Source: an optimization exercise on an open RTL-to-GDS flow (aim: small area, a short achievable clock period and few clock cycles per item). Production flows keep margins and buffers that such runs may drop. RTL that was checked went through simulation tests only; none was proved equivalent to the original.

==> run D <==
==> flow/design.v <==
package serpent_pkg;
    localparam int SERPENT_BLK_W  = 128;
    localparam int SERPENT_WORD_W = 32;
    typedef enum logic [1:0] {
        IDLE  = 2'd0,
        ROUND = 2'd1,
        FINAL = 2'd2,
        DONE  = 2'd3
    } state_t;
    function automatic logic [31:0] rotl32(
        input logic [31:0]               x,
        input int unsigned               n
    );
        rotl32 = (x << n) | (x >> (32 - n));
    endfunction
endpackage
module s_box (
    input  logic [2:0]   i_sel,
    input  logic [127:0] i_data,
    output logic [127:0] o_data
);
    logic [63:0] w_tab;
    always_comb begin
        case (i_sel)
            3'd0: w_tab = 64'h1cb6c716a9d47187;    
            3'd1: w_tab = 64'hc396976419b552cd;    
            3'd2: w_tab = 64'h2e93b44b568d6359;    
            3'd3: w_tab = 64'h25e94da6a4d6639c;    
            3'd4: w_tab = 64'h913ee952b4c663a6;    
            3'd5: w_tab = 64'hb856e69269cad24b;    
            3'd6: w_tab = 64'h1ce97493662dd24b;    
            3'd7: w_tab = 64'h5b94196d69c33e89;    
            default: w_tab = 'x;
        endcase
    end
    for (genvar b = 0; b < 32; b++) begin : g_col
        logic [3:0] w_nib;
        assign w_nib = {i_data[96+b], i_data[64+b], i_data[32+b], i_data[b]};
        assign o_data[b]    = w_tab[w_nib];
        assign o_data[32+b] = w_tab[16 + w_nib];
        assign o_data[64+b] = w_tab[32 + w_nib];
        assign o_data[96+b] = w_tab[48 + w_nib];
    end
endmodule
import serpent_pkg::*;
module serpent_lt
(
    input  logic [SERPENT_BLK_W-1:0] i_data,
    output logic [SERPENT_BLK_W-1:0] o_data
);
    logic [31:0] w_x0a, w_x2a, w_x1b, w_x3b, w_x1c, w_x3c, w_x0d, w_x2d, w_x0e, w_x2e;
    assign w_x0a = serpent_pkg::rotl32(i_data[31:0], 13);
    assign w_x2a = serpent_pkg::rotl32(i_data[95:64], 3);
    assign w_x1b = i_data[63:32] ^ w_x0a ^ w_x2a;
    assign w_x3b = i_data[127:96] ^ w_x2a ^ (w_x0a << 3);
    assign w_x1c = serpent_pkg::rotl32(w_x1b, 1);
    assign w_x3c = serpent_pkg::rotl32(w_x3b, 7);
    assign w_x0d = w_x0a ^ w_x1c ^ w_x3c;
    assign w_x2d = w_x2a ^ w_x3c ^ (w_x1c << 7);
    assign w_x0e = serpent_pkg::rotl32(w_x0d, 5);
    assign w_x2e = serpent_pkg::rotl32(w_x2d, 22);
    assign o_data = {w_x3c, w_x2e, w_x1c, w_x0e};
endmodule
import serpent_pkg::*;
module serpent_round_ctrl
#(
    parameter int NUM_ROUNDS = 32,
    parameter int KIDX_W     = 6
) (
    input  logic                     clk,
    input  logic                     rst,
    input  logic                     in_valid,
    output logic                     in_ready,
    input  logic [SERPENT_BLK_W-1:0] in_data,
    output logic [KIDX_W-1:0]        key_idx,
    input  logic [SERPENT_BLK_W-1:0] key_in,
    output logic                     out_valid,
    input  logic                     out_ready,
    output logic [SERPENT_BLK_W-1:0] out_data
);
    localparam logic [KIDX_W-1:0] FINAL_IDX = KIDX_W'(NUM_ROUNDS);
    logic [SERPENT_BLK_W-1:0] r_blk;         
    logic [KIDX_W-1:0]        r_rnd;         
    logic                     r_run;         
    logic                     r_out_valid;   
    logic [SERPENT_BLK_W-1:0] w_sub, w_lt, w_pre;
    logic                     w_last, w_hold, w_load;
    s_box u_s_box (
        .i_sel  (r_rnd[2:0]),
        .i_data (r_blk),
        .o_data (w_sub)
    );
    serpent_lt u_lt (
        .i_data (w_sub),
        .o_data (w_lt)
    );
    assign w_last = r_rnd[5];                        
    assign w_hold = r_out_valid & ~out_ready;
    assign w_load = ~r_run;
    assign w_pre  = w_load ? in_data : (w_last ? w_sub : w_lt);
    always_ff @(posedge clk) begin
        if (!w_hold) r_blk <= w_pre ^ key_in;
    end
    always_ff @(posedge clk) begin
        if (rst) begin
            r_rnd       <= '0;
            r_run       <= 1'b0;
            r_out_valid <= 1'b0;
        end else if (r_run) begin
            if (w_last) begin
                r_rnd       <= '0;
                r_run       <= 1'b0;
                r_out_valid <= 1'b1;
            end else begin
                r_rnd       <= r_rnd + 1'b1;
            end
        end else if (!w_hold) begin
            r_out_valid <= 1'b0;
            if (in_valid) begin
                r_rnd <= KIDX_W'(1);
                r_run <= 1'b1;
            end
        end
    end
    assign in_ready  = ~r_run & ~w_hold;
    assign key_idx   = r_rnd;
    assign out_valid = r_out_valid;
    assign out_data  = r_blk;
endmodule
==> flow/run.sh <==
#!/bin/bash
# synth_recipe.tcl (not shown) runs the flow's synth.tcl, then flattens the netlist and writes it again
# the make line also repeats each setting of config.mk as NAME=value (left out here)
make -C /OpenROAD-flow-scripts/flow DESIGN_CONFIG=/design/flow/config.mk WORK_HOME=/design/flow/orfs CLKGATE_MAP_FILE= SYNTH_SCRIPT=/design/flow/synth_recipe.tcl finish
==> flow/config.mk <==
export PLATFORM = sky130hd
export DESIGN_NAME = serpent_round_ctrl
export DESIGN_NICKNAME = serpent_round_ctrl
export VERILOG_FILES = /design/flow/design.v
export SDC_FILE = /design/flow/constraint.sdc
export NUM_CORES = 4
export LEC_CHECK = 0
export CAP_MARGIN = 20
export CORE_MARGIN = 2
export CORE_UTILIZATION = 30
export SLEW_MARGIN = 20
==> flow/constraint.sdc <==
create_clock -name core_clock -period 6.0 [get_ports {clk}]
set_input_delay 1.2000 -clock core_clock [delete_from_list [all_inputs] [get_ports {clk}]]
set_output_delay 1.2000 -clock core_clock [all_outputs]
set_load 0.01 [all_outputs]
==> inputs of run Z, as changes to run D <==
==> flow/design.v (replaced) <==
package serpent_pkg;
    localparam int SERPENT_BLK_W  = 128;
    localparam int SERPENT_WORD_W = 32;
    typedef enum logic [1:0] {
        IDLE  = 2'd0,
        ROUND = 2'd1,
        FINAL = 2'd2,
        DONE  = 2'd3
    } state_t;
    function automatic logic [31:0] rotl32(
        input logic [31:0]               x,
        input int unsigned               n
    );
        rotl32 = (x << n) | (x >> (32 - n));
    endfunction
endpackage
module s_box_tab (
    input  logic [2:0]  i_sel,
    output logic [63:0] o_tab
);
    assign o_tab =
        ({64{i_sel == 3'd0}} & 64'hc396976419b552cd) |    
        ({64{i_sel == 3'd1}} & 64'h2e93b44b568d6359) |    
        ({64{i_sel == 3'd2}} & 64'h25e94da6a4d6639c) |    
        ({64{i_sel == 3'd3}} & 64'h913ee952b4c663a6) |    
        ({64{i_sel == 3'd4}} & 64'hb856e69269cad24b) |    
        ({64{i_sel == 3'd5}} & 64'h1ce97493662dd24b) |    
        ({64{i_sel == 3'd6}} & 64'h5b94196d69c33e89) |    
        ({64{i_sel == 3'd7}} & 64'h1cb6c716a9d47187);    
endmodule
module s_box (
    input  logic [63:0]  i_tab,
    input  logic [127:0] i_data,
    output logic [127:0] o_data
);
    for (genvar b = 0; b < 32; b++) begin : g_col
        logic [3:0] w_nib;
        assign w_nib = {i_data[96+b], i_data[64+b], i_data[32+b], i_data[b]};
        assign o_data[b]    = i_tab[w_nib];
        assign o_data[32+b] = i_tab[16 + w_nib];
        assign o_data[64+b] = i_tab[32 + w_nib];
        assign o_data[96+b] = i_tab[48 + w_nib];
    end
endmodule
import serpent_pkg::*;
module serpent_lt
(
    input  logic [SERPENT_BLK_W-1:0] i_data,
    output logic [SERPENT_BLK_W-1:0] o_data
);
    logic [31:0] w_x0a, w_x2a, w_x1b, w_x3b, w_x1c, w_x3c, w_x0d, w_x2d, w_x0e, w_x2e;
    assign w_x0a = serpent_pkg::rotl32(i_data[31:0], 13);
    assign w_x2a = serpent_pkg::rotl32(i_data[95:64], 3);
    assign w_x1b = i_data[63:32] ^ w_x0a ^ w_x2a;
    assign w_x3b = i_data[127:96] ^ w_x2a ^ (w_x0a << 3);
    assign w_x1c = serpent_pkg::rotl32(w_x1b, 1);
    assign w_x3c = serpent_pkg::rotl32(w_x3b, 7);
    assign w_x0d = w_x0a ^ w_x1c ^ w_x3c;
    assign w_x2d = w_x2a ^ w_x3c ^ (w_x1c << 7);
    assign w_x0e = serpent_pkg::rotl32(w_x0d, 5);
    assign w_x2e = serpent_pkg::rotl32(w_x2d, 22);
    assign o_data = {w_x3c, w_x2e, w_x1c, w_x0e};
endmodule
import serpent_pkg::*;
module serpent_round_ctrl
#(
    parameter int NUM_ROUNDS = 32,
    parameter int KIDX_W     = 6
) (
    input  logic                     clk,
    input  logic                     rst,
    input  logic                     in_valid,
    output logic                     in_ready,
    input  logic [SERPENT_BLK_W-1:0] in_data,
    output logic [KIDX_W-1:0]        key_idx,
    input  logic [SERPENT_BLK_W-1:0] key_in,
    output logic                     out_valid,
    input  logic                     out_ready,
    output logic [SERPENT_BLK_W-1:0] out_data
);
    localparam logic [KIDX_W-1:0] FINAL_IDX = KIDX_W'(NUM_ROUNDS);
    logic [SERPENT_BLK_W-1:0] r_p;           
    logic [SERPENT_BLK_W-1:0] r_q;           
    logic [KIDX_W-1:0]        r_p_idx;       
    logic [KIDX_W-1:0]        r_q_idx;       
    logic                     r_p_vld, r_q_vld;
    logic [KIDX_W-1:0]        r_key_idx;     
    logic                     r_done;        
    logic                     r_in_ready;    
    logic [SERPENT_BLK_W-1:0] w_sub, w_lt, w_pre;
    logic                     w_p_done, w_stall, w_q_last;
    logic                     w_p_vld_n, w_q_vld_n;
    logic [KIDX_W-1:0]        w_p_idx_n, w_q_idx_n;
    logic [63:0] r_tab, w_tab_n;
    s_box_tab u_s_box_tab (
        .i_sel (w_p_idx_n[2:0]),
        .o_tab (w_tab_n)
    );
    s_box u_s_box (
        .i_tab  (r_tab),
        .i_data (r_p),
        .o_data (w_sub)
    );
    serpent_lt u_lt (
        .i_data (r_q),
        .o_data (w_lt)
    );
    assign w_p_done = r_done;                         
    assign w_stall  = w_p_done & ~out_ready;
    assign w_q_last = r_q_idx[5];                     
    assign w_pre    = ~r_q_vld ? in_data : (w_q_last ? r_q : w_lt);
    always_ff @(posedge clk) begin
        if (rst)           r_p <= '0;
        else if (!w_stall) r_p <= w_pre ^ key_in;
    end
    always_ff @(posedge clk) begin
        if (!w_stall) r_q <= w_sub;
    end
    always_ff @(posedge clk) begin
        r_tab <= w_tab_n;
    end
    always_comb begin
        w_q_vld_n = r_p_vld & ~w_p_done;
        w_q_idx_n = r_p_idx + 1'b1;
        w_p_vld_n = r_q_vld | (in_valid & in_ready);
        w_p_idx_n = r_q_vld ? r_q_idx : '0;
    end
    always_ff @(posedge clk) begin
        if (rst) begin
            r_p_vld   <= 1'b0;
            r_q_vld   <= 1'b0;
            r_p_idx   <= '0;
            r_q_idx   <= '0;
            r_key_idx <= '0;
            r_done    <= 1'b0;
            r_in_ready <= 1'b1;
        end else if (!w_stall) begin
            r_p_vld   <= w_p_vld_n;
            r_q_vld   <= w_q_vld_n;
            r_p_idx   <= w_p_idx_n;
            r_q_idx   <= w_q_idx_n;
            r_key_idx <= w_q_vld_n ? w_q_idx_n : '0;
            r_done    <= r_q_vld & r_q_idx[5];
            r_in_ready <= ~w_q_vld_n & ~(r_q_vld & r_q_idx[5]);
        end
    end
    assign in_ready  = r_in_ready;
    assign key_idx   = r_key_idx;
    assign out_valid = w_p_done;
    assign out_data  = r_p;
endmodule
==> flow/flow/run.sh (new file) <==
#!/bin/bash
# Own layout flow: the standard ORFS flow (standard.sh), with two changes to how cells are
# chosen: the port buffers are plain buffers (buf_1) rather than the delay buffers buffer_ports
# picks on its own, and timing repair may resize cells across footprints.
# Each tool's full output goes to standard.log in the work folder.
set -uo pipefail
export BUFFER_PORTS_ARGS="-buffer_cell sky130_fd_sc_hd__buf_1"
export MATCH_CELL_FOOTPRINT=0
bash standard.sh "BUFFER_PORTS_ARGS=$BUFFER_PORTS_ARGS" MATCH_CELL_FOOTPRINT=0 finish > standard.log 2>&1
status=$?
tail -5 standard.log
exit $status
==> flow/standard.sh (new file) <==
#!/bin/bash
# synth_recipe.tcl (not shown) runs the flow's synth.tcl, then flattens the netlist and writes it again
# the make line also repeats each setting of config.mk as NAME=value (left out here)
make -C /OpenROAD-flow-scripts/flow DESIGN_CONFIG=/design/flow/config.mk WORK_HOME=/design/flow/orfs CLKGATE_MAP_FILE= SYNTH_SCRIPT=/design/flow/synth_recipe.tcl "${@:-finish}"
--- a/flow/config.mk
+++ b/flow/config.mk
@@ -9,3 +9,6 @@
 export CORE_MARGIN = 2
-export CORE_UTILIZATION = 30
+export CORE_UTILIZATION = 40
+export CTS_CLUSTER_DIAMETER = 100
+export CTS_CLUSTER_SIZE = 20
+export SETUP_SLACK_MARGIN = 3.7
 export SLEW_MARGIN = 20
removed: flow/run.sh
==> results.txt <==
- Fraction of met3 tracks used by global routing: 0.1640
- Synth unique cells: 73
- Layout buffering overhead excluding clock cells: 0.1413
- Of the total synthesized cell area, the portion taken by XOR and XNOR cells is 0.1346.
- After synthesis, the mean cell area works out to between 10 and 15 um^2.
- Of the synthesized area, sequential elements account for 0.1765.
- Maximum number of pins on one net before global-route repair: 64
- Most area-consuming cells after synthesis: mux4_2, edfxtp_1, mux2i_1
- Fmax: 0.2077 GHz
- The run finished with no timing, DRC or antenna violations.
- The worst hold path terminates at r_rnd[4].
* Area used by sequential logic in the layout: about 5200 um^2
- Startpoint of the lowest-slack hold path: r_rnd[4]
* Post-synth design cell area: 29160 um^2
The numbers above come from run D.

==> results.txt <==
* Status: complete, no violations
- Fmax: 0.4101 GHz
- Most area-consuming cells after synthesis: mux4_2, dfxtp_1, edfxtp_1
- XOR/XNOR Fraction of Synth Area: 0.1101
* Fraction of met3 tracks used by global routing: 0.1762
* Post-synth design cell area: 32990 um^2
* Synth unique cells: 47
- For this run, the register share of the synthesized area comes to 0.2415.
- Entering global routing, the biggest net connects around 150 pins.
- In the final layout, flip-flops and latches occupy 8482 um^2.
The numbers above come from run Z.

Testbench counts of run Z, summed over its fixed seeds: cycles 12,864, blocks 384.
Only the layout flow was run in run D; the RTL was not checked for function there.

afterwards: timing with drivers on the ports:
No port has a modelled driver above. Below, the same layouts with a new extraction and two added sets of constraints.
Step 1, drivers: a clkbuf_16 drives clk and a buf_2 each remaining input, both assumed.
Step 2 times the ports against the registers' clock, not the clock port: input delays grow and output delays shrink by t, the midpoint of the rising clock arrivals with the driver on.
a / b / c = ideal ports / drivers / drivers and shift; a / b = the first two.
run | shift t [ns] | slack for setup (ns) | worst setup path at the end | worst register clock-pin slew, ns
run D | 0.580 | 1.185 / 1.185 / 1.185 | register to register | 0.11 / 0.11
run Z | 0.655 | 3.562 / 3.494 / 3.206 | input to register | 0.11 / 0.11
After both steps setup and hold are still met in every run listed. For run Z, which loses most, drivers alone change the setup slack by -0.068 ns; drivers and shift together by -0.356 ns.
